What follows belongs to an exercise in optimizing a design on an open flow for small area, a short achievable clock period and few clock cycles per item; a production flow would make more cautious choices. No functional check of the RTL was part of any run shown here. Power and IR drop assume default switching activity.

[flow/config.mk]
export PLATFORM = sky130hd
export DESIGN_NAME = lc4_top
export DESIGN_NICKNAME = lc4_top
export VERILOG_FILES = /design/flow/design.v
export SDC_FILE = /design/flow/constraint.sdc
export NUM_CORES = 4
export LEC_CHECK = 0
export CAP_MARGIN = 0
export CORE_MARGIN = 2
export CORE_UTILIZATION = 40
export CTS_CLUSTER_DIAMETER = 100
export CTS_CLUSTER_SIZE = 25
export SETUP_SLACK_MARGIN = 5
export SLEW_MARGIN = 0
[flow/constraint.sdc]
create_clock -name core_clock -period 8.0 [get_ports {clk}]
set_input_delay 1.6000 -clock core_clock [delete_from_list [all_inputs] [get_ports {clk}]]
set_output_delay 1.6000 -clock core_clock [all_outputs]
set_load 0.01 [all_outputs]
[flow/design.v]
package lc4_pkg;
    localparam int WORD_W    = 16;
    localparam int REG_IDX_W = 3;
    localparam int NUM_REGS  = 8;
    localparam logic [WORD_W-1:0] RESET_PC = 16'h8200;
    localparam logic [3:0] OP_ARITH = 4'd1;
    localparam logic [3:0] OP_LOGIC = 4'd5;
    localparam logic [3:0] OP_LDR   = 4'd6;
    localparam logic [3:0] OP_STR   = 4'd7;
    localparam logic [3:0] OP_CONST = 4'd9;
    localparam logic [1:0] SUB_ADD = 2'b00;
    localparam logic [1:0] SUB_SUB = 2'b10;
    localparam logic [1:0] SUB_AND = 2'b00;
    localparam logic [1:0] SUB_OR  = 2'b10;
    localparam logic [1:0] SUB_XOR = 2'b11;
    localparam logic [2:0] ALU_ADD  = 3'd0;
    localparam logic [2:0] ALU_SUB  = 3'd1;
    localparam logic [2:0] ALU_AND  = 3'd2;
    localparam logic [2:0] ALU_OR   = 3'd3;
    localparam logic [2:0] ALU_XOR  = 3'd4;
    localparam logic [2:0] ALU_PASS = 3'd5;  
    typedef logic [WORD_W-1:0]    word_t;
    typedef logic [REG_IDX_W-1:0] reg_idx_t;
    typedef struct packed {
        logic [3:0] opcode;
        reg_idx_t   rd;
        reg_idx_t   rs;
        logic       imm_flag;
        logic [1:0] sub_op;
        reg_idx_t   rt;
    } insn_reg_t;
    typedef struct packed {
        logic [3:0] opcode;
        reg_idx_t   rd_rt;  
        reg_idx_t   rs;
        logic [5:0] offset6;
    } insn_off_t;
    typedef struct packed {
        logic [3:0] opcode;
        reg_idx_t   rd;
        logic [8:0] imm9;
    } insn_cst_t;
    typedef union packed {
        insn_reg_t rv;
        insn_off_t ov;
        insn_cst_t cv;
    } insn_u;
    typedef struct packed {
        reg_idx_t   r1;
        logic       r1_re;
        reg_idx_t   r2;
        logic       r2_re;
        reg_idx_t   rd;
        logic       rf_we;
        logic       is_load;
        logic       is_store;
        logic [2:0] alu_op;
        word_t      imm;
        logic       imm_sel;
    } ctrl_t;
    typedef struct packed {
        logic  valid;
        word_t pc;
        insn_u insn;
        ctrl_t ctrl;
        word_t r1_data;
        word_t r2_data;
        word_t result;  
    } slot_t;
    typedef struct packed {
        logic     valid;
        word_t    pc;
        word_t    insn;
        logic     rf_we;
        reg_idx_t wsel;
        word_t    wdata;
        logic     dmem_we;
        word_t    dmem_addr;
        word_t    dmem_data;
    } retire_t;
    typedef struct packed {
        logic     we;
        reg_idx_t rd;
        word_t    value;
    } fwd_t;
endpackage
`timescale 1ns/1ps
module lc4_top (
    input  logic        clk,
    input  logic        rst_n,
    output logic [15:0] o_pc,
    input  logic [15:0] i_insn_a,
    input  logic [15:0] i_insn_b,
    output logic [15:0] o_dmem_addr,
    output logic        o_dmem_we,
    output logic [15:0] o_dmem_wdata,
    input  logic [15:0] i_dmem_rdata,
    output logic        o_ret_a_valid,
    output logic [15:0] o_ret_a_pc,
    output logic [15:0] o_ret_a_insn,
    output logic        o_ret_a_rf_we,
    output logic [2:0]  o_ret_a_wsel,
    output logic [15:0] o_ret_a_wdata,
    output logic        o_ret_a_dmem_we,
    output logic [15:0] o_ret_a_dmem_addr,
    output logic [15:0] o_ret_a_dmem_data,
    output logic        o_ret_b_valid,
    output logic [15:0] o_ret_b_pc,
    output logic [15:0] o_ret_b_insn,
    output logic        o_ret_b_rf_we,
    output logic [2:0]  o_ret_b_wsel,
    output logic [15:0] o_ret_b_wdata,
    output logic        o_ret_b_dmem_we,
    output logic [15:0] o_ret_b_dmem_addr,
    output logic [15:0] o_ret_b_dmem_data
);
    function automatic logic writes_reg(input logic [15:0] w);
        case (w[15:12])
            4'd1:    writes_reg = w[5] | ~w[3];             
            4'd5:    writes_reg = ~w[5] & (w[4] | ~w[3]);   
            4'd6:    writes_reg = 1'b1;                     
            4'd9:    writes_reg = 1'b1;                     
            default: writes_reg = 1'b0;
        endcase
    endfunction
    logic [15:0] regs [8];
    logic [7:0]  rvalid;
    logic        x_valid;
    logic        x_ldw;               
    logic [15:0] ir;
    logic        c_reg_form, c_sub, c_logic, c_mem, c_const;   
    logic [15:0] op_a, op_b;          
    logic        xm_a, xm_b;          
    logic        xw_a, xw_b;          
    logic        xo_a, xo_b;          
    logic        fs_ld;               
    logic        m_valid, m_we, m_ld, m_st;
    logic [15:0] m_insn, m_result, m_sdata, m_val;
    logic        w_valid, w_we, w_st;
    logic [15:0] w_pe, w_pc, w_insn, w_data, w_addr;
    localparam logic [15:0] PC0 = 16'h81ff;
    logic [15:0] pc_e, pc_q;          
    logic        primed;              
    logic [2:0]  f_rs, f_rt;
    logic        p_rs_re, p_rt_alu, p_is_str, p_is_ldr;
    logic [3:0]  n_op;
    logic        x_we, x_ld;
    logic        xa, xb;              
    logic        stall;               
    logic [15:0] ra, rb;
    assign pc_q = pc_e ^ PC0;
    assign o_pc = pc_q;
    always_ff @(posedge clk or negedge rst_n) begin
        if (!rst_n) begin
            pc_e    <= 16'h0;
            primed  <= 1'b0;
            x_valid <= 1'b0;
            x_ldw   <= 1'b0;
        end else begin
            if (!stall) pc_e <= (pc_q + 16'd1) ^ PC0;
            primed  <= 1'b1;
            x_valid <= primed & ~stall;
            x_ldw   <= primed & ~stall & p_is_ldr;
        end
    end
    assign n_op = i_insn_b[15:12];
    always_ff @(posedge clk) begin
        if (!stall) begin
            p_is_str <= (n_op == 4'd7);
            p_is_ldr <= (n_op == 4'd6);
            p_rs_re  <= (n_op == 4'd1) | (n_op == 4'd5) | (n_op == 4'd6) | (n_op == 4'd7);
            p_rt_alu <= ((n_op == 4'd1) | (n_op == 4'd5)) & ~i_insn_b[5];
        end
    end
    assign f_rs     = i_insn_a[8:6];
    assign f_rt     = p_is_str ? i_insn_a[11:9] : i_insn_a[2:0];
    assign x_we  = x_valid & writes_reg(ir);
    assign x_ld  = (ir[15:12] == 4'd6);
    assign xa    = x_we & (ir[11:9] == f_rs);
    assign xb    = x_we & (ir[11:9] == f_rt);
    assign stall = x_ldw & ((p_rs_re & (ir[11:9] == f_rs))
                            | (p_rt_alu & (ir[11:9] == i_insn_a[2:0])));
    always_comb begin
        ra = '0;
        rb = '0;
        for (int i = 0; i < 8; i++) begin
            ra = ra | ({16{rvalid[i] & p_rs_re & (f_rs == 3'(i))}} & regs[i]);
            rb = rb | ({16{rvalid[i] & (f_rt == 3'(i))}} & regs[i]);
        end
    end
    always_ff @(posedge clk) begin
        ir         <= i_insn_a;
        c_reg_form <= ((i_insn_a[15:12] == 4'd1) | (i_insn_a[15:12] == 4'd5)) & ~i_insn_a[5];
        c_sub      <= (i_insn_a[15:12] == 4'd1) & ~i_insn_a[5] & i_insn_a[4];
        c_logic    <= (i_insn_a[15:12] == 4'd5);
        c_mem      <= (i_insn_a[15:12] == 4'd6) | (i_insn_a[15:12] == 4'd7);
        c_const    <= (i_insn_a[15:12] == 4'd9);
        op_a  <= ra;
        op_b  <= rb;
        xm_a  <= xa & p_rs_re & ~x_ld;
        xm_b  <= xb & ~x_ld;
        xw_a  <= m_we & (m_insn[11:9] == f_rs) & p_rs_re & ~xa;
        xw_b  <= m_we & (m_insn[11:9] == f_rt) & ~xb;
        xo_a  <= ~(xa & p_rs_re & ~x_ld) & ~(m_we & (m_insn[11:9] == f_rs) & p_rs_re & ~xa);
        xo_b  <= ~(xb & ~x_ld) & ~(m_we & (m_insn[11:9] == f_rt) & ~xb);
        fs_ld <= xb & x_ld;
    end
    logic        is_ldr, is_str;
    logic [15:0] va, vb, imm, opb, pp, gg, cy, half, logic_res, alu;
    logic        sub;
    assign is_ldr   = (ir[15:12] == 4'd6);
    assign is_str   = (ir[15:12] == 4'd7);
    assign va = ({16{xm_a}} & m_result) | ({16{xw_a}} & w_data) | ({16{xo_a}} & op_a);
    assign vb = ({16{xm_b}} & m_result) | ({16{xw_b}} & w_data) | ({16{xo_b}} & op_b);
    always_comb begin
        if (c_mem)         imm = {{10{ir[5]}}, ir[5:0]};
        else if (c_const)  imm = {{7{ir[8]}}, ir[8:0]};
        else               imm = {{11{ir[4]}}, ir[4:0]};
    end
    assign sub = c_sub;
    assign opb = c_reg_form ? (vb ^ {16{sub}}) : imm;
    assign pp = va ^ opb;
    assign gg = va & opb;
    always_comb begin
        logic [15:0] g, p, gn, pn;
        g = gg;
        p = pp;
        g[0] = gg[0] | (pp[0] & sub);
        for (int d = 1; d < 16; d = d * 2) begin
            gn = g;
            pn = p;
            for (int i = d; i < 16; i++) begin
                gn[i] = g[i] | (p[i] & g[i-d]);
                pn[i] = p[i] & p[i-d];
            end
            g = gn;
            p = pn;
        end
        cy = {g[14:0], sub};
    end
    always_comb begin
        case (ir[4:3])
            2'b00:   logic_res = va & vb;
            2'b10:   logic_res = va | vb;
            default: logic_res = va ^ vb;
        endcase
    end
    assign half = c_logic ? logic_res : pp;
    assign alu  = half ^ (cy & {16{~c_logic}});
    always_ff @(posedge clk or negedge rst_n) begin
        if (!rst_n) begin
            m_valid <= 1'b0;
            m_we    <= 1'b0;
            m_ld    <= 1'b0;
            m_st    <= 1'b0;
        end else begin
            m_valid <= x_valid;
            m_we    <= x_we;
            m_ld    <= x_valid & is_ldr;
            m_st    <= x_valid & is_str;
        end
    end
    always_ff @(posedge clk) begin
        m_insn   <= ir;
        m_result <= alu;
        m_sdata  <= fs_ld ? i_dmem_rdata : vb;
    end
    assign m_val        = m_ld ? i_dmem_rdata : m_result;
    assign o_dmem_addr  = m_result;
    assign o_dmem_wdata = m_sdata;
    assign o_dmem_we    = m_st;
    always_ff @(posedge clk or negedge rst_n) begin
        if (!rst_n) begin
            rvalid <= '0;
        end else if (m_we) begin
            rvalid[m_insn[11:9]] <= 1'b1;
        end
    end
    always_ff @(posedge clk) begin
        for (int i = 0; i < 8; i++) begin
            if (m_we && m_insn[11:9] == 3'(i)) regs[i] <= m_val;
        end
    end
    always_ff @(posedge clk or negedge rst_n) begin
        if (!rst_n) begin
            w_valid <= 1'b0;
            w_we    <= 1'b0;
            w_st    <= 1'b0;
            w_pe    <= 16'h0;
        end else begin
            w_valid <= m_valid;
            w_we    <= m_we;
            w_st    <= m_st;
            if (m_valid) w_pe <= (w_pc + 16'd1) ^ PC0;
        end
    end
    always_ff @(posedge clk) begin
        w_insn <= m_insn;
        w_data <= m_st ? m_sdata : m_val;
        w_addr <= m_result;
    end
    assign w_pc = w_pe ^ PC0;
    assign o_ret_a_valid     = w_valid;
    assign o_ret_a_pc        = w_pc;
    assign o_ret_a_insn      = w_insn;
    assign o_ret_a_rf_we     = w_we;
    assign o_ret_a_wsel      = w_insn[11:9];
    assign o_ret_a_wdata     = w_data;
    assign o_ret_a_dmem_we   = w_st;
    assign o_ret_a_dmem_addr = w_addr;
    assign o_ret_a_dmem_data = w_data;
    assign o_ret_b_valid     = 1'b0;
    assign o_ret_b_pc        = 16'h0;
    assign o_ret_b_insn      = 16'h0;
    assign o_ret_b_rf_we     = 1'b0;
    assign o_ret_b_wsel      = 3'h0;
    assign o_ret_b_wdata     = 16'h0;
    assign o_ret_b_dmem_we   = 1'b0;
    assign o_ret_b_dmem_addr = 16'h0;
    assign o_ret_b_dmem_data = 16'h0;
endmodule
[flow/flow/run.sh]
#!/bin/bash
# The standard layout (the standard.sh), except that the port buffers
# use the smallest plain buffer cell and the constant outputs share one tie
# cell.
export BUFFER_PORTS_ARGS="-buffer_cell sky130_fd_sc_hd__buf_1"
export SKIP_REPAIR_TIE_FANOUT=1
bash standard.sh > standard.log 2>&1
[flow/standard.sh]
#!/bin/bash
# synth_recipe.tcl (not shown) runs the flow's synth.tcl, then flattens the netlist and writes it again
# the make line also repeats each setting of config.mk as NAME=value (left out here)
make -C /OpenROAD-flow-scripts/flow DESIGN_CONFIG=/design/flow/config.mk WORK_HOME=/design/flow/orfs CLKGATE_MAP_FILE= SYNTH_SCRIPT=/design/flow/synth_recipe.tcl "${@:-finish}"
==> impl_metrics.yaml, run 1 <==
status:
  status: "finished clean"
timing:
  rsz0062_at_grt: "yes"
  fin_crit_sh: 0.369
  fin_skew_ns: 0.0196
  slew_headroom: 0.207
  fin_tns_setup_ns: 0
  setup_ws_ns: 5.05
  finalHoldViolCount: 0
  setup_viol: 0
  drv_slew: 0
  worstMarginPinSlew_ns: 1.19
  fmax_ghz: 0.339
  min_period_ns: 2.95
critical_path:
  cp-end-kind: "flop"
  required_ns: 8.43
  critPathMostFrequentCell: "o21a_1"
  crit-reg2reg-launch: "xm_a"
  rrSetupSlack_ns: 5.05
  crit_path_max_incr_delay_ns: 0.58
  r2r_cells: 10
  crit_fanout: 16
  critPathArrivalTime_ns: 3.38
  start_kind: "flop"
  crit_chain: "a222oi_1 -> inv_1 -> ha_4 -> and3_2 -> a22o_1 -> nor3_4 -> nand2_2 -> o21a_1 -> a2bb2oi_1 -> o21a_1"
  critical_path_class: "flop to flop"
  timing.rr.end: "m_result[12]"
  slowest_stage: "a222oi_1"
routing:
  drt-initial-drc-count: 1089
  post-route-drc-count: 0
  firstDrtPassIters: 8
  ant_nets: 0
  wl_per_cell_um: 22.8
  totalWireLength_mm: 43.8
  avgViaCountPerCell: 5.55
  vias: 10700
synth:
  synth.avg_cell_area_um2: 11.3
  synth_edf_count: 132
  synth_fp_nets: 1449
  synth-main-ff-cell: "dfxtp_1"
  ys_seq_elements: 338
  syn-cell-area_um2: 15200
  yosysUniqueCellTypes: 66
  synth_seq_area_share: 0.548
  yosysWarnings: 2
  syn-instance-count: 1343
  ys_async_sr_fraction: 0.148
floorplan:
  dieHeight_um: 199
  ios: 271
  core_area_um2: 37600
  initial_utilization: 0.405
  die_w_um: 199
  rows: 71
  die-area_um2: 39600
cells_and_area:
  nets: 1505
  syn_to_final_growth_pct: 8.75
  antennaDiodeCount: 0
  drive_gt1_frac: 0.144
placement:
  hpwl_mm: 28.9
  port_buffers: 173
  post-place-ws_ns: 4.06
  place.gp.congestion: 0.841
global_routing:
  grt_overflow: 0
  grt_pass1_wl_mm: 63.9
  antenna_found_initial: 0
  globalRouteTotalUtil: 0.215
  grt_max_degree: 87
  first_global_vias: 10400
cts:
  clk-insertion-delay-late_ns: 0.52
  htree_levels: 1
  cts_sinks: 338
  clock_tree.root_cell: "clkbuf_16"
  cts_buffers: 17
  cts_tree: "done"
  cts_buffer_depth: 3
  path_clk_slew_ns: 0.10
job:
  maxCapViolations: 0
pwr:
  power_mw: 3.83
  power.density_nw_per_um2: 232
  peakVddDrop_mv: 0.127
  power_leakage_nw: 6.38
hold_path:
  hold_path.class: "flop to flop"
  whs_path_depth: 0
  min_from: "m_insn[4]"
  min_to: "w_insn[4]"
==> worst max path at each step <==
stage / cells past startpoint / to / start
after floorplan: 15 / m_result[12] / xm_b
after global placement: 6 / op_b[9] / i_insn_a[2]
after global routing: 13 / m_result[14] / xw_b
after detailed placement: 6 / op_b[9] / i_insn_a[2]
after CTS: 13 / m_result[7] / xw_b
final: 10 / m_result[12] / xm_a
==> critical path, delay by kind of cell (launching register included) <==
family,cells,cell delay [ns]
AOI/OAI and AO/OA,5,1.35
and+or+nand+nor,3,0.58
DFF,1,0.46
adders and majority gates,1,0.27
buffers and inverters,1,0.19
==> layout make-up <==
| type | count | area, um2 |
|---|---|---|
| flip-flops and latches | 338 | 8370 |
| clock inverters | 2 | 10.0 |
| multi-input cells | 758 | 5770 |
| repair buffers | 214 | 1000 |
| clock buffers | 27 | 494 |
| fillers | 3459 | 21000 |
| well taps | 511 | 639 |
| inverters | 70 | 263 |
==> per-stage QoR <==
step                      instance area [um2]   util  std cells  hold slack [ns]
after global routing                    16600  0.440       1920            0.341
after detailed placement                15500  0.412       1862            0.312
after global placement                  15500  0.412       1862            0.312
after CTS                               16400  0.435       1911            0.337
after floorplan                         15200      -       1343            0.310
final                                   16600  0.440       1920            0.336
==> kinds of logic after synthesis <==
logic type | count (synthesis) | share of synthesized area
DFF | 338 | 0.548
and+or+nand+nor | 301 | 0.100
AOI/OAI and AO/OA | 259 | 0.123
buffers and inverters | 248 | 0.0911
xor gates and xnor gates | 73 | 0.0420
muxes | 66 | 0.0487
adders and majority gates | 56 | 0.0460
other | 2 | 0.000493
==> cells in the mapped netlist (all sizes together) (7+ instances only) <==
cell type  count  area [um2]
nor4           8        86.3
nor3          11        66.3
nand4         17         106
xnor2         54         473
o21ai         34         170
a222oi        19         190
edfxtp       132        3960
a21boi         7        52.6
buf          125         925
ha            56         701
nor2b          7        43.8
a21oi         24         120
nor2          40         150
and3          18         113
a211oi         8        60.1
dfxtp        156        3120
mux2          54         608
xor2          19         166
dfrtp         50        1250
inv           70         263
a22oi        117         878
a221oi         9        85.1
and2           8        50.1
mux2i         12         133
clkbuf        53         199
nand3         56         293
a21o          12        90.1
o21a           8        61.3
nand2        109         412
==> per-layer routing <==
metal	share of wire	track usage
met2	0.49	0.368
met5	0	0
met1	0.41	0.282
met4	0.030	0.0713
met3	0.073	0.0289
==> cells in the final DEF, fill, tap and decap left out, drive strengths merged, types with 9 or more instances in the layout <==
cell / n
a221oi: 9
a21o: 12
buf: 212
clkbuf: 29
nand4: 17
nand3: 56
xnor2: 54
xor2: 19
mux2i: 13
dfrtp: 50
dfxtp: 156
nor2: 40
ha: 56
nand2: 109
a222oi: 19
mux2: 54
a22oi: 117
and3: 18
nor3: 11
a21oi: 24
edfxtp: 132
inv: 70
o21ai: 34
==> repair_timing <==
action                     CTS  global route
hold buffers                 0             0
pin swaps                   11            12
cloned                       1             0
gates resized for setup     49            32
setup buffers               19             9
setup endpoints to repair   44            33
==> state kept, by name, indices dropped and copies added (netlist names), 8 cells and up <==
signal / flops
ir: 16
m_insn: 16
m_result: 16
m_sdata: 16
op_a: 16
op_b: 16
pc_e: 16
regs: 128
rvalid: 8
w_addr: 16
w_data: 16
w_insn: 16
w_pe: 16
==> power breakdown <==
part           internal (mW)  total [mW]  switching, mW
sequential              1.96        2.14          0.172
clock                  0.432       0.982          0.550
combinational          0.275       0.714          0.439
==> run 2, diff against run 1 <==
==> flow/flow/run.sh (replaced) <==
#!/bin/bash
# The standard layout (the standard.sh), except that the port buffers
# use the smallest plain buffer cell, the constant outputs share one tie
# cell, and timing repair aims for a setup slack margin of 5.2 ns (the
# design is still constrained and measured at the design's clock period).
export BUFFER_PORTS_ARGS="-buffer_cell sky130_fd_sc_hd__buf_1"
export SKIP_REPAIR_TIE_FANOUT=1
export SETUP_SLACK_MARGIN=5.2
bash standard.sh > standard.log 2>&1
--- a/flow/config.mk
+++ b/flow/config.mk
@@ -11,4 +11,3 @@
 export CTS_CLUSTER_DIAMETER = 100
 export CTS_CLUSTER_SIZE = 25
-export SETUP_SLACK_MARGIN = 5
 export SLEW_MARGIN = 0
==> impl_metrics.yaml, run 2 <==
status:
  status: "finished clean"
cells_and_area:
  largest_register_ffs: 128
  syn_to_final_growth_pct: 16.1
  fin_util: 0.470
  fillers: 3388
  design_area_um2: 17700
  layout_common_cells: "buf_1, edfxtp_1, dfxtp_1, a22oi_1, buf_4"
  drive_gt1_frac: 0.263
  regMostFlops: "regs"
  antennaDiodeCount: 0
  final_common_cell: "buf_1"
  nets: 1585
  layoutNonFillerInstCount: 2000
timing:
  slew_headroom: 0.233
  fmax_ghz: 0.341
  fin_crit_sh: 0.367
  worstMarginPinSlew_ns: 1.15
  finalHoldViolCount: 0
  drv_slew: 0
  min_period_ns: 2.94
  fin_tns_setup_ns: 0
  fin_skew_ns: 0.0104
  rsz0062_at_grt: "yes"
  setup_ws_ns: 5.06
  whs_ns: 0.333
  setup_viol: 0
cts:
  htree_levels: 1
  path_clk_slew_ns: 0.10
  cts_tree: "done"
  cts_sinks: 338
  cts_buffers: 17
  clock_tree.root_cell: "clkbuf_16"
  holdBufCountCts: 0
  clk-insertion-delay-late_ns: 0.52
  cts_buffer_depth: 3
routing:
  post-route-drc-count: 0
  drt-initial-drc-count: 1064
  firstDrtPassIters: 6
  avgViaCountPerCell: 5.54
  ant_nets: 0
  totalWireLength_mm: 45.1
  wl_per_cell_um: 22.6
  vias: 11100
placement:
  placed_cell_area_um2: 15600
  place.gp.congestion: 0.867
  dpl.cell_count: 1862
  port_buffers: 173
  post-place-ws_ns: 4.06
  hpwl_mm: 28.7
synth:
  synth_area_leaders: "edfxtp_1, dfxtp_1, dfrtp_1"
  yosysWarnings: 2
  syn-cell-area_um2: 15200
  synth_seq_area_share: 0.548
  yosysMostFrequentCell: "dfxtp_1"
  synth.avg_cell_area_um2: 11.3
  ys_seq_elements: 338
  ys_async_sr_fraction: 0.148
  yosysUniqueCellTypes: 66
  synth_fp_nets: 1449
  synth_edf_count: 132
  synth-main-ff-cell: "dfxtp_1"
  yosysTopAreaCell: "edfxtp_1"
  synth_top_cell_area_share: 0.260
  syn-instance-count: 1343
  synthTopCellsByCount: "dfxtp_1, edfxtp_1, buf_4"
global_routing:
  grt_max_degree: 87
  globalRouteTotalUtil: 0.221
  first_global_vias: 10900
  grt_overflow: 0
  antenna_found_initial: 1
  grt_pass1_wl_mm: 65.4
pwr:
  power_leakage_nw: 6.90
  peakVddDrop_mv: 0.123
  power_mw: 3.99
  power.density_nw_per_um2: 226
critical_path:
  start_kind: "flop"
  cp-end-kind: "flop"
  critPathArrivalTime_ns: 3.33
  critical_path_class: "flop to flop"
  crit_fanout: 6
  required_ns: 8.40
floorplan:
  rows: 71
  die-area_um2: 39600
  dieHeight_um: 199
  ios: 271
  die_w_um: 199
  core_area_um2: 37600
  initial_utilization: 0.405
hold_path:
  hold_path.class: "flop to flop"
job:
  maxCapViolations: 0
## run 2: cells by family (layout without fill, tap and decap cells)
group / after synthesis / count (layout) / synth area share
multiplexers: 66 / 67 / 0.0487
other: 2 / 2 / 0.000493
AND/OR/NAND/NOR: 301 / 301 / 0.100
buffers and inverters: 248 / 393 / 0.0911
flip-flops: 338 / 338 / 0.548
adder cells (fa/ha/maj): 56 / 56 / 0.0460
XOR/XNOR: 73 / 73 / 0.0420
AO/OA/AOI/OAI: 259 / 259 / 0.123
## run 2: area by class of cell
cell class / count / area [um2] / share of cell area
clock buffers: 28 / 477 / 0.0270
clock inverters: 1 / 11.3 / 0.000637
inverters: 70 / 265 / 0.0150
multi-input cells: 758 / 6130 / 0.347
flip-flops and latches: 338 / 8390 / 0.475
well taps: 511 / 639 / 0.0362
repair buffers: 294 / 1760 / 0.0993
## run 2: per-layer routing
metal | vias up | wire length [um] | GRT usage | share of wire
met4 | 2 | 1430 | 0.0884 | 0.032
met1 | 5427 | 17600 | 0.279 | 0.39
met5 | - | 13 | 0 | 0.00029
li1 | 4982 | - | - | -
met2 | 570 | 22500 | 0.380 | 0.50
met3 | 99 | 3650 | 0.0316 | 0.081
## run 2: path summary, 6_finish.rpt
| check | cells after the start | start | slack (ns) | to |
|---|---|---|---|---|
| setup / recovery | 10 | xm_a | 5.06 | m_result[8] |
| hold / removal | 0 | m_insn[3] | 0.33 | w_insn[3] |
| setup reg to reg | 10 | xm_a | 5.06 | m_result[8] |
| hold reg to reg | 0 | m_insn[3] | 0.33 | w_insn[3] |
| max in group asynchronous | 2 | rst_n | 6.35 | w_pe[6] |
| min in group asynchronous | 2 | rst_n | 1.19 | pc_e[13] |
## run 2: worst max-delay path, cell delays in order, from the launching register on
cell and delay [ns]:
dfxtp_4 0.39, a222oi_1 0.50, inv_1 0.20, ha_4 0.29
and2_4 0.17, a221oi_4 0.33, a21boi_2 0.12, or2_4 0.30
a211oi_2 0.24, xor2_1 0.18, o21ai_1 0.09
## run 2: what timing repair did
action,4_1_cts,5_1_grt
gates resized for setup,104,115
pin swaps,39,81
setup buffers,65,43
setup endpoints to repair,83,57
gates cloned,1,0
## run 2: where the power goes
| part | leakage [nW] | switching, mW | total, mW | internal, mW |
|---|---|---|---|---|
| Combinational | 3.53 | 0.506 | 0.900 | 0.395 |
| Clock | 0.235 | 0.544 | 0.960 | 0.417 |
| Sequential | 3.13 | 0.161 | 2.13 | 1.97 |
==> run 3, diff against run 2 <==
--- a/flow/design.v
+++ b/flow/design.v
@@ -145,4 +145,7 @@
     logic        p_rs_re, p_rt_alu, p_is_str, p_is_ldr;
     logic [3:0]  n_op;
+    logic [2:0]  n_rt;
+    logic        n_rs_re;
+    logic [7:0]  p_sa, p_sb;          
     logic        x_we, x_ld;
     logic        xa, xb;              
@@ -164,10 +167,16 @@
         end
     end
-    assign n_op = i_insn_b[15:12];
+    assign n_op    = i_insn_b[15:12];
+    assign n_rs_re = (n_op == 4'd1) | (n_op == 4'd5) | (n_op == 4'd6) | (n_op == 4'd7);
+    assign n_rt    = (n_op == 4'd7) ? i_insn_b[11:9] : i_insn_b[2:0];
     always_ff @(posedge clk) begin
         if (!stall) begin
             p_is_str <= (n_op == 4'd7);
             p_is_ldr <= (n_op == 4'd6);
-            p_rs_re  <= (n_op == 4'd1) | (n_op == 4'd5) | (n_op == 4'd6) | (n_op == 4'd7);
+            p_rs_re  <= n_rs_re;
+            for (int i = 0; i < 8; i++) begin
+                p_sa[i] <= n_rs_re & (i_insn_b[8:6] == 3'(i));
+                p_sb[i] <= (n_rt == 3'(i));
+            end
             p_rt_alu <= ((n_op == 4'd1) | (n_op == 4'd5)) & ~i_insn_b[5];
         end
@@ -185,6 +194,6 @@
         rb = '0;
         for (int i = 0; i < 8; i++) begin
-            ra = ra | ({16{rvalid[i] & p_rs_re & (f_rs == 3'(i))}} & regs[i]);
-            rb = rb | ({16{rvalid[i] & (f_rt == 3'(i))}} & regs[i]);
+            ra = ra | ({16{rvalid[i] & p_sa[i]}} & regs[i]);
+            rb = rb | ({16{rvalid[i] & p_sb[i]}} & regs[i]);
         end
     end
==> impl_metrics.yaml, run 3 <==
status:
  status: "finished clean"
placement:
  dpl.cell_count: 1876
  placed_cell_area_um2: 16100
  hpwl_mm: 28.0
  port_buffers: 182
  place.gp.congestion: 0.866
  post-place-ws_ns: 4.45
cts:
  cts_tree: "done"
  cts_buffer_depth: 3
  path_clk_slew_ns: 0.10
  htree_levels: 1
  cts_buffers: 18
  cts_sinks: 354
  clk-insertion-delay-late_ns: 0.54
  clock_tree.root_cell: "clkbuf_16"
floorplan:
  core_area_um2: 38800
  die_w_um: 203
  dieHeight_um: 203
  die-area_um2: 41000
  rows: 72
  initial_utilization: 0.406
  ios: 271
timing:
  min_period_ns: 2.78
  drv_slew: 0
  fmax_ghz: 0.359
  rsz0062_at_grt: "yes"
  fin_skew_ns: 0.0256
  slew_headroom: 0.167
  whs_ns: 0.333
  setup_ws_ns: 5.22
  finalHoldViolCount: 0
  fin_crit_sh: 0.348
  fin_tns_setup_ns: 0
  setup_viol: 0
  worstMarginPinSlew_ns: 1.25
synth:
  synth_edf_count: 148
  yosysMostFrequentCell: "dfxtp_1"
  synth_seq_area_share: 0.559
  synth-main-ff-cell: "dfxtp_1"
  synthTopCellsByCount: "dfxtp_1, edfxtp_1, a22oi_1"
  synth_top_cell_area_share: 0.282
  syn-instance-count: 1345
  yosysUniqueCellTypes: 74
  synth.avg_cell_area_um2: 11.7
  syn-cell-area_um2: 15800
  yosysWarnings: 2
  ys_async_sr_fraction: 0.141
  synth_area_leaders: "edfxtp_1, dfxtp_1, dfrtp_1"
  yosysTopAreaCell: "edfxtp_1"
  ys_seq_elements: 354
  synth_fp_nets: 1451
hold_path:
  hold_path.class: "flop to flop"
  min_from: "m_insn[15]"
  whs_path_depth: 0
  min_to: "w_insn[15]"
critical_path:
  critical_path_class: "flop to output port"
  critPathArrivalTime_ns: 1.18
  crit_buf_inv: 1
  crit_chain: "buf_1"
  slowest_stage: "dfxtp_1"
  start_kind: "flop"
  cp-end-kind: "output port"
  crit_path_max_incr_delay_ns: 0.47
  crit_fanout: 4
  rrSetupSlack_ns: 5.22
  required_ns: 6.40
  cp_top_family: "flip-flops"
  timing.rr.end: "m_result[13]"
  r2r_cells: 13
  crit-reg2reg-launch: "xw_b"
routing:
  wl_per_cell_um: 22.5
  post-route-drc-count: 0
  totalWireLength_mm: 44.9
  route.met2.wl_mm: 21.2
  drt-initial-drc-count: 1552
  avgViaCountPerCell: 5.49
  dr_wl_met3_mm: 3.15
  dr.max_layer_used: "met4"
  vias: 11000
  ant_nets: 0
  firstDrtPassIters: 8
  m1WireLength_mm: 18.7
global_routing:
  grt_overflow: 0
  globalRouteTotalUtil: 0.212
  grt_max_degree: 87
  grt_pass1_wl_mm: 66.2
  antenna_found_initial: 0
  first_global_vias: 10800
cells_and_area:
  syn_to_final_growth_pct: 14.2
  drive_gt1_frac: 0.234
  final_common_cell: "buf_1"
  regMostFlops: "regs"
  largest_register_ffs: 128
  layout_common_cells: "buf_1, edfxtp_1, a22oi_1, dfxtp_1, buf_4"
  nets: 1577
  fin_util: 0.464
  fillers: 3540
  design_area_um2: 18000
  layoutNonFillerInstCount: 2001
  antennaDiodeCount: 0
pwr:
  p_int_mw: 2.92
  power.share.sequential: 0.533
  peakVddDrop_mv: 0.139
  p_sw_mw: 1.22
  power_leakage_nw: 6.88
  clkPwrFrac: 0.251
  switching_share: 0.295
  power.density_nw_per_um2: 230
  power_frac_comb: 0.216
  power_mw: 4.15
job:
  maxCapViolations: 0
run 3: changes by cell type in the layout (fill, tap and decap cells not counted), moves of 10 or more:
cell,before,now
and2_1,7,24
edfxtp_1,132,148
nand2_1,92,73
nor2_1,28,40
nand3_1,53,11
and3_2,10,0
nand4_1,17,40
buf_4,103,88
a22oi_1,104,132
buf_1,149,160
o21ai_0,25,12
run 3: logic make-up (layout without fill, tap and decap cells):
logic type	after synthesis	in the layout	synth area share
mux	67	67	0.0468
flops	354	354	0.559
fa+ha+maj	56	56	0.0444
xor+xnor	69	69	0.0383
buf+inv	254	392	0.0902
other cells	2	2	0.000476
simple gates	271	271	0.0916
compound gates	272	272	0.129
run 3: power by group through the flow:
stage	clock (mW)	combinational [mW]	sequential, mW
2_1_floorplan	0	0.494	2.23
3_3_place_gp	0	0.676	2.25
3_5_place_dp	0	0.687	2.25
4_1_cts	1.06	0.818	2.20
5_1_grt	1.13	0.979	2.23
6_report	1.04	0.897	2.21
run 3: worst max-delay path by stage:
stage	slack, ns	start	endpoint	cells after the start
6_report	5.22	w_data[7]	o_ret_a_dmem_data[7]	1
5_1_grt	5.06	xw_b	m_result[15]	14
4_1_cts	5.18	m_result[10]	o_dmem_addr[10]	1
3_3_place_gp	4.46	i_insn_a[8]	pc_e[2]	7
3_5_place_dp	4.45	i_insn_a[8]	pc_e[2]	7
2_1_floorplan	5.02	i_insn_a[8]	pc_e[2]	6
run 3: what timing repair did:
item                       in CTS  in global routing
pin swaps                      40                 41
setup endpoints to repair      67                 50
setup buffers                  69                 21
resized for setup              93                 73
hold buffers                    0                  0
gates cloned                    2                  1
run 3: layout make-up:
type                            instances  area, um2  share of cell area
Tap cell                              518        648              0.0360
Multi-Input combinational cell        737       5990               0.333
Sequential cell                       354       8880               0.493
Clock inverter                          1       30.0             0.00167
Timing Repair inverter                  1       7.51            0.000417
Timing Repair Buffer                  286       1660              0.0920
Clock buffer                           31        520              0.0289
Inverter                               73        283              0.0157
run 3: worst reg2reg max path, stage by stage (launching register included):
cell	delay [ns]
dfxtp_4	0.40
buf_12	0.15
a22oi_2	0.18
nand2_2	0.11
inv_2	0.08
xnor2_1	0.06
mux2_4	0.29
ha_4	0.28
nand2_2	0.08
o21a_4	0.22
a211oi_4	0.36
nor2_2	0.11
mux2_4	0.32
o22ai_2	0.08
run 3: routing by layer:
layer	GRT usage	vias to the layer above
met5	0	-
met2	0.354	497
met4	0.0850	0
met3	0.0292	120
li1	-	4984
met1	0.279	5384
==> run 4, diff against run 3 <==
==> flow/flow/run.sh (replaced) <==
#!/bin/bash
# The standard layout (the standard.sh), except that the port buffers
# use the smallest plain buffer cell and the constant outputs share one tie
# cell.
export BUFFER_PORTS_ARGS="-buffer_cell sky130_fd_sc_hd__buf_1"
export SKIP_REPAIR_TIE_FANOUT=1
bash standard.sh > standard.log 2>&1
--- a/flow/config.mk
+++ b/flow/config.mk
@@ -11,3 +11,4 @@
 export CTS_CLUSTER_DIAMETER = 100
 export CTS_CLUSTER_SIZE = 25
+export SETUP_SLACK_MARGIN = 5
 export SLEW_MARGIN = 0
==> impl_metrics.yaml, run 4 <==
floorplan:
  core_area_um2: 38800
  die_w_um: 203
  dieHeight_um: 203
  ios: 271
  die-area_um2: 41000
  rows: 72
  initial_utilization: 0.406
synth:
  syn-cell-area_um2: 15800
  synth_area_leaders: "edfxtp_1, dfxtp_1, dfrtp_1"
  synth_fp_nets: 1451
  synth.avg_cell_area_um2: 11.7
  yosys.area_share.simple: 0.0916
  synth_seq_area_share: 0.559
  ys_seq_elements: 354
  synthMuxAreaShare: 0.0468
  synth_compound_area_frac: 0.129
  synth_edf_count: 148
  ys_async_sr_fraction: 0.141
  synthTopCellsByCount: "dfxtp_1, edfxtp_1, a22oi_1"
  synth_fa_ha_area_frac: 0.0444
  yosysUniqueCellTypes: 74
  synth-main-ff-cell: "dfxtp_1"
  yosysTopAreaCell: "edfxtp_1"
  yosysWarnings: 2
  yosysMostFrequentCell: "dfxtp_1"
  synth_xor_area_frac: 0.0383
  synth_top_family_by_area: "compound AO/OA/AOI/OAI gates"
  syn-instance-count: 1345
  synth_top_cell_area_share: 0.282
status:
  status: "finished clean"
pwr:
  power_leakage_nw: 6.37
  power.density_nw_per_um2: 234
  peakVddDrop_mv: 0.123
  power_mw: 3.96
critical_path:
  crit_buf_inv: 1
  start_kind: "flop"
  cp_top_family: "flip-flops"
  timing.rr.end: "m_result[15]"
  cp-end-kind: "output port"
  slowest_stage: "dfxtp_1"
  crit_fanout: 5
  required_ns: 6.40
  crit_path_max_incr_delay_ns: 0.61
  crit-reg2reg-launch: "xw_b"
  rrSetupSlack_ns: 5.04
  critPathArrivalTime_ns: 1.37
  critical_path_class: "flop to output port"
  crit_chain: "buf_1"
  r2r_cells: 14
timing:
  fin_tns_setup_ns: 0
  slew_headroom: 0.198
  finalHoldViolCount: 0
  min_period_ns: 2.97
  worstMarginPinSlew_ns: 1.20
  setup_viol: 0
  fin_crit_sh: 0.371
  rsz0062_at_grt: "yes"
  drv_slew: 0
  fmax_ghz: 0.337
  fin_skew_ns: 0.0412
routing:
  avgViaCountPerCell: 5.38
  post-route-drc-count: 0
  wl_per_cell_um: 21.8
  firstDrtPassIters: 7
  totalWireLength_mm: 42.0
  drt-initial-drc-count: 1099
  ant_nets: 0
  vias: 10400
cells_and_area:
  seqCellArea_um2: 8840
  final_common_cell: "buf_1"
  largest_register_ffs: 128
  fillers: 3589
  regMostFlops: "regs"
  syn_to_final_growth_pct: 7.45
  layout_common_cells: "buf_1, edfxtp_1, dfxtp_1, a22oi_1, nand2_1"
  drive_gt1_frac: 0.127
  nets: 1503
  multi_input_area_um2: 5710
cts:
  cts_buffers: 18
  cts_sinks: 354
  path_clk_slew_ns: 0.11
  htree_levels: 1
  clk-insertion-delay-late_ns: 0.55
  clock_tree.root_cell: "clkbuf_16"
  cts_buffer_depth: 3
  cts_tree: "done"
global_routing:
  globalRouteTotalUtil: 0.196
  met2_usage: 0.330
  busiest_layer: "met2"
  first_global_vias: 10000
  grt_pass1_wl_mm: 61.7
  grtUsageMet1: 0.262
  grt_max_degree: 87
  antenna_found_initial: 1
  grt_overflow: 0
  gr-usage-met3: 0.0305
job:
  maxCapViolations: 0
placement:
  hpwl_mm: 28.3
  place.gp.congestion: 0.829
  port_buffers: 182
hold_path:
  hold_path.class: "flop to flop"
  min_from: "m_insn[6]"
  min_to: "w_insn[6]"
  whs_path_depth: 0
[run 4: cell count changes in the layout (fill, tap and decap cells not counted), sizes merged]
cell / previous run / this run
buf: 276 / 211
bufbuf: 1 / 0
clkbuf: 40 / 30
clkinv: 2 / 3
diode: 0 / 1
inv: 71 / 72
[run 4: area by class of cell]
type	instances	share of cell area
flip-flops and latches	354	0.522
clock buffers	29	0.0290
repair buffers	212	0.0543
multi-input cells	737	0.337
inverters	73	0.0167
well taps	518	0.0382
diodes	1	0.000148
repair inverters	1	0.000443
clock inverters	3	0.00244
[run 4: power breakdown]
group	internal [mW]	total [mW]	switching, mW
clock network	0.438	1.02	0.582
registers	2.06	2.22	0.158
logic	0.280	0.719	0.439
[run 4: logic make-up after synthesis]
family          count (synthesis)
compound gates                272
xor+xnor                       69
fa+ha+maj                      56
buf+inv                       254
flops                         354
mux                            67
other cells                     2
simple gates                  271
[run 4: stage by stage]
step | setup WS (ns) | area, um2 | hold slack [ns] | util | instances
global placement | 4.50 | 16100 | 0.311 | 0.413 | 1869
global route | 4.91 | 17000 | 0.340 | 0.437 | 1928
finish | 5.03 | 17000 | 0.334 | 0.437 | 1928
CTS | 4.99 | 16600 | 0.332 | 0.429 | 1905
detailed placement | 4.48 | 16100 | 0.312 | 0.413 | 1869
floorplan | 5.02 | 15800 | 0.310 | - | 1345
[run 4: worst max path at each step]
stage,start,to,slack (ns),cells past startpoint
3_3_place_gp,i_insn_a[6],pc_e[2],4.50,7
3_5_place_dp,i_insn_a[6],pc_e[2],4.48,7
4_1_cts,xm_a,m_result[15],4.99,9
2_1_floorplan,i_insn_a[8],pc_e[2],5.02,6
5_1_grt,xw_b,m_result[15],4.91,12
6_report,m_result[15],o_dmem_addr[15],5.03,1
[run 4: what timing repair did]
item / 4_1_cts / 5_1_grt
hold buffers: 0 / 0
gates cloned: 0 / 1
pin swaps: 3 / 17
setup endpoints to repair: 12 / 31
buffers inserted: 4 / 21
resized for setup: 9 / 43
[run 4: metal layers]
| layer | part of all wire | up-vias |
|---|---|---|
| met5 | 0 | - |
| met4 | 0.029 | 0 |
| met3 | 0.067 | 87 |
| met2 | 0.48 | 380 |
| met1 | 0.42 | 5072 |
| li1 | - | 4826 |
==> run 5, diff against run 4 <==
--- a/flow/design.v
+++ b/flow/design.v
@@ -139,13 +139,10 @@
     logic        w_valid, w_we, w_st;
     logic [15:0] w_pe, w_pc, w_insn, w_data, w_addr;
-    localparam logic [15:0] PC0 = 16'h81ff;
+    localparam logic [15:0] PC0 = 16'h8200;
+    localparam logic [15:0] WPC0 = 16'h81ff;
     logic [15:0] pc_e, pc_q;          
-    logic        primed;              
     logic [2:0]  f_rs, f_rt;
-    logic        p_rs_re, p_rt_alu, p_is_str, p_is_ldr;
+    logic        p_rs_re, p_rt_alu, p_is_str;
     logic [3:0]  n_op;
-    logic [2:0]  n_rt;
-    logic        n_rs_re;
-    logic [7:0]  p_sa, p_sb;          
     logic        x_we, x_ld;
     logic        xa, xb;              
@@ -157,26 +154,17 @@
         if (!rst_n) begin
             pc_e    <= 16'h0;
-            primed  <= 1'b0;
             x_valid <= 1'b0;
             x_ldw   <= 1'b0;
         end else begin
             if (!stall) pc_e <= (pc_q + 16'd1) ^ PC0;
-            primed  <= 1'b1;
-            x_valid <= primed & ~stall;
-            x_ldw   <= primed & ~stall & p_is_ldr;
+            x_valid <= ~stall;
+            x_ldw   <= ~stall & (i_insn_a[15:12] == 4'd6);
         end
     end
-    assign n_op    = i_insn_b[15:12];
-    assign n_rs_re = (n_op == 4'd1) | (n_op == 4'd5) | (n_op == 4'd6) | (n_op == 4'd7);
-    assign n_rt    = (n_op == 4'd7) ? i_insn_b[11:9] : i_insn_b[2:0];
+    assign n_op = i_insn_b[15:12];
     always_ff @(posedge clk) begin
         if (!stall) begin
             p_is_str <= (n_op == 4'd7);
-            p_is_ldr <= (n_op == 4'd6);
-            p_rs_re  <= n_rs_re;
-            for (int i = 0; i < 8; i++) begin
-                p_sa[i] <= n_rs_re & (i_insn_b[8:6] == 3'(i));
-                p_sb[i] <= (n_rt == 3'(i));
-            end
+            p_rs_re  <= (n_op == 4'd1) | (n_op == 4'd5) | (n_op == 4'd6) | (n_op == 4'd7);
             p_rt_alu <= ((n_op == 4'd1) | (n_op == 4'd5)) & ~i_insn_b[5];
         end
@@ -194,6 +182,6 @@
         rb = '0;
         for (int i = 0; i < 8; i++) begin
-            ra = ra | ({16{rvalid[i] & p_sa[i]}} & regs[i]);
-            rb = rb | ({16{rvalid[i] & p_sb[i]}} & regs[i]);
+            ra = ra | ({16{rvalid[i] & p_rs_re & (f_rs == 3'(i))}} & regs[i]);
+            rb = rb | ({16{rvalid[i] & (f_rt == 3'(i))}} & regs[i]);
         end
     end
@@ -301,5 +289,5 @@
             w_we    <= m_we;
             w_st    <= m_st;
-            if (m_valid) w_pe <= (w_pc + 16'd1) ^ PC0;
+            if (m_valid) w_pe <= (w_pc + 16'd1) ^ WPC0;
         end
     end
@@ -309,5 +297,5 @@
         w_addr <= m_result;
     end
-    assign w_pc = w_pe ^ PC0;
+    assign w_pc = w_pe ^ WPC0;
     assign o_ret_a_valid     = w_valid;
     assign o_ret_a_pc        = w_pc;
==> impl_metrics.yaml, run 5 <==
cts:
  cts_sinks: 336
  cts_buffers: 17
  cts_buffer_depth: 3
  cts_tree: "done"
  htree_levels: 1
  clk-insertion-delay-late_ns: 0.51
  clock_tree.root_cell: "clkbuf_16"
  path_clk_slew_ns: 0.10
critical_path:
  required_ns: 8.42
  timing.rr.end: "m_result[15]"
  cp-end-kind: "flop"
  start_kind: "input pin"
  crit_chain: "buf_1 -> and2_1 -> and4_1 -> a22oi_1 -> nand4_1"
  crit_fanout: 16
  crit-reg2reg-launch: "xw_b"
  r2r_cells: 12
  rrSetupSlack_ns: 5.07
  crit_path_max_incr_delay_ns: 0.87
  critical_path_class: "input pin to flop"
  slowest_stage: "and4_1"
  critPathArrivalTime_ns: 3.41
synth:
  ys_async_sr_fraction: 0.146
  yosysMostFrequentCell: "dfxtp_1"
  synth_seq_area_share: 0.546
  synth_edf_count: 131
  synth_top_cell_area_share: 0.259
  syn-instance-count: 1347
  ys_seq_elements: 336
  synth-main-ff-cell: "dfxtp_1"
  synth_area_leaders: "edfxtp_1, dfxtp_1, dfrtp_1"
  syn-cell-area_um2: 15200
  synthTopCellsByCount: "dfxtp_1, edfxtp_1, buf_4"
  yosysTopAreaCell: "edfxtp_1"
  synth_fp_nets: 1453
  synth.avg_cell_area_um2: 11.3
  yosysWarnings: 2
  yosysUniqueCellTypes: 56
pwr:
  power.density_nw_per_um2: 234
  peakVddDrop_mv: 0.104
  clkPwrFrac: 0.244
  power_leakage_nw: 6.29
  power_frac_comb: 0.199
  p_sw_mw: 1.20
  switching_share: 0.308
  power.share.sequential: 0.557
  p_int_mw: 2.69
cells_and_area:
  drive_gt1_frac: 0.157
  regMostFlops: "regs"
  syn_to_final_growth_pct: 9.31
  nets: 1501
  antennaDiodeCount: 0
  final_common_cell: "buf_1"
  layout_common_cells: "buf_1, dfxtp_1, edfxtp_1, a22oi_1, nand2_1"
  largest_register_ffs: 128
  fillers: 3511
floorplan:
  core_area_um2: 37500
  rows: 71
  initial_utilization: 0.405
  ios: 271
  dieHeight_um: 199
  die-area_um2: 39500
  die_w_um: 199
routing:
  totalWireLength_mm: 43.8
  firstDrtPassIters: 7
  drt-initial-drc-count: 967
  ant_nets: 0
  post-route-drc-count: 0
  avgViaCountPerCell: 5.57
  vias: 10700
  wl_per_cell_um: 22.9
timing:
  rsz0062_at_grt: "yes"
  whs_ns: 0.335
  fin_crit_sh: 0.373
  fin_tns_setup_ns: 0
  fin_skew_ns: 0.0185
  min_period_ns: 2.98
  worstMarginPinSlew_ns: 1.06
  fmax_ghz: 0.335
  drv_slew: 0
  slew_headroom: 0.293
  setup_viol: 0
  finalHoldViolCount: 0
placement:
  port_buffers: 173
  hpwl_mm: 28.9
  place.gp.congestion: 0.850
hold_path:
  whs_path_depth: 0
  min_to: "w_insn[3]"
  min_from: "m_insn[3]"
  hold_path.class: "flop to flop"
global_routing:
  grt_overflow: 0
  grt_pass1_wl_mm: 63.5
  grt_max_degree: 87
  globalRouteTotalUtil: 0.215
  first_global_vias: 10300
  antenna_found_initial: 0
job:
  maxCapViolations: 0
status:
  status: "finished clean"
## run 5: cell types whose count changed in the layout (fill, tap and decap cells not counted), sizes merged, moves of 11 or more
cell	change
edfxtp	-17
nand3	+30
a22oi	-29
xor2	+11
a221oi	+15
and2	-16
nand2	+12
## run 5: stage by stage
step	power (mW)	setup WS, ns	instances	cell area [um2]	utilization
after floorplan	2.66	4.97	1347	15200	-
after global placement	2.87	3.94	1853	15400	0.410
after detailed placement	2.89	3.91	1853	15400	0.410
after CTS	3.84	4.94	1895	16100	0.429
after global routing	4.06	4.95	1916	16600	0.443
final	3.89	5.02	1916	16600	0.443
## run 5: worst max path at each step
stage | depth (start not counted) | start | slack, ns | end
3_5_place_dp | 6 | i_insn_a[1] | 3.91 | op_b[6]
3_3_place_gp | 6 | i_insn_a[1] | 3.94 | op_b[6]
5_1_grt | 13 | xw_b | 4.95 | m_result[13]
4_1_cts | 8 | xm_a | 4.94 | m_result[15]
6_report | 5 | i_insn_a[6] | 5.02 | op_a[6]
2_1_floorplan | 14 | xo_b | 4.97 | m_result[15]
## run 5: layout make-up
| class | count | area, um2 | area share |
|---|---|---|---|
| clock buffers | 27 | 463 | 0.0279 |
| clock inverters | 2 | 21.3 | 0.00128 |
| inverters | 64 | 240 | 0.0145 |
| multi-input cells | 755 | 5870 | 0.354 |
| flip-flops and latches | 336 | 8320 | 0.501 |
| well taps | 511 | 639 | 0.0385 |
| repair buffers | 221 | 1040 | 0.0625 |
## run 5: kinds of logic after synthesis
kind of cell	share of synthesized area
AND/OR/NAND/NOR	0.0931
XOR/XNOR	0.0433
flip-flops	0.546
other	0.000247
adder cells (fa/ha/maj)	0.0462
multiplexers	0.0474
AO/OA/AOI/OAI	0.129
buffers and inverters	0.0949
## run 5: power groups by stage
stage / Clock, mW / Combinational (mW) / Sequential, mW
global placement: 0 / 0.680 / 2.19
floorplan: 0 / 0.528 / 2.13
global route: 1.03 / 0.849 / 2.18
finish: 0.948 / 0.772 / 2.17
CTS: 0.966 / 0.713 / 2.16
detailed placement: 0 / 0.693 / 2.20
## run 5: per-layer routing
metal | vias up | GRT usage | routed length (um)
met5 | - | 0 | 0
met4 | 0 | 0.0744 | 1350
met3 | 105 | 0.0268 | 3400
met2 | 495 | 0.368 | 21500
met1 | 5236 | 0.281 | 17500
li1 | 4836 | - | -
## run 5: timing repair
item | CTS | global route
gates resized for setup | 40 | 81
setup buffers | 13 | 21
hold buffers | 0 | 0
pin swaps | 9 | 27
setup endpoints to repair | 32 | 39
## run 5: critical path, delay by kind of cell
family	cells	cell delay, ns
simple gates	3	1.35
compound gates	1	0.13
buf+inv	1	0.31

## re-timing with driven ports
The flow's constraints put no driver on any port. The routed layouts listed below were extracted and timed again, unchanged, in two steps. Step 1 (the two cells are an assumption about what drives the block):
set clk [get_ports {clk}]
set_driving_cell -lib_cell sky130_fd_sc_hd__clkbuf_16 $clk
set_driving_cell -lib_cell sky130_fd_sc_hd__buf_2 [delete_from_list [all_inputs] $clk]
Step 2 moves the port delays by t, midway between the first and last clock arrival at a register: inputs arrive t later, outputs are due t later. That takes back most of the time a late clock gives input paths. Slacks: ideal ports / drivers / drivers and shift; pairs: ideal ports / drivers.
run | t (ns) | setup WS [ns] | hold slack, ns | cell pins on the clock port's net
run 1 | 0.566 | 5.049 / 5.007 / 4.506 | 0.336 / 0.336 / 0.336 | 1
run 2 | 0.562 | 5.064 / 5.064 / 4.662 | 0.333 / 0.333 / 0.333 | 1
run 3 | 0.581 | 5.216 / 5.160 / 4.748 | 0.333 / 0.333 / 0.333 | 1
run 4 | 0.587 | 5.034 / 4.979 / 4.542 | 0.334 / 0.334 / 0.334 | 1
run 5 | 0.555 | 5.016 / 4.993 / 4.476 | 0.335 / 0.335 / 0.335 | 1
After both steps setup and hold are still met in every run listed. The setup slack of run 1, which loses most, moves by -0.042 ns with the drivers and by -0.543 ns with both steps.
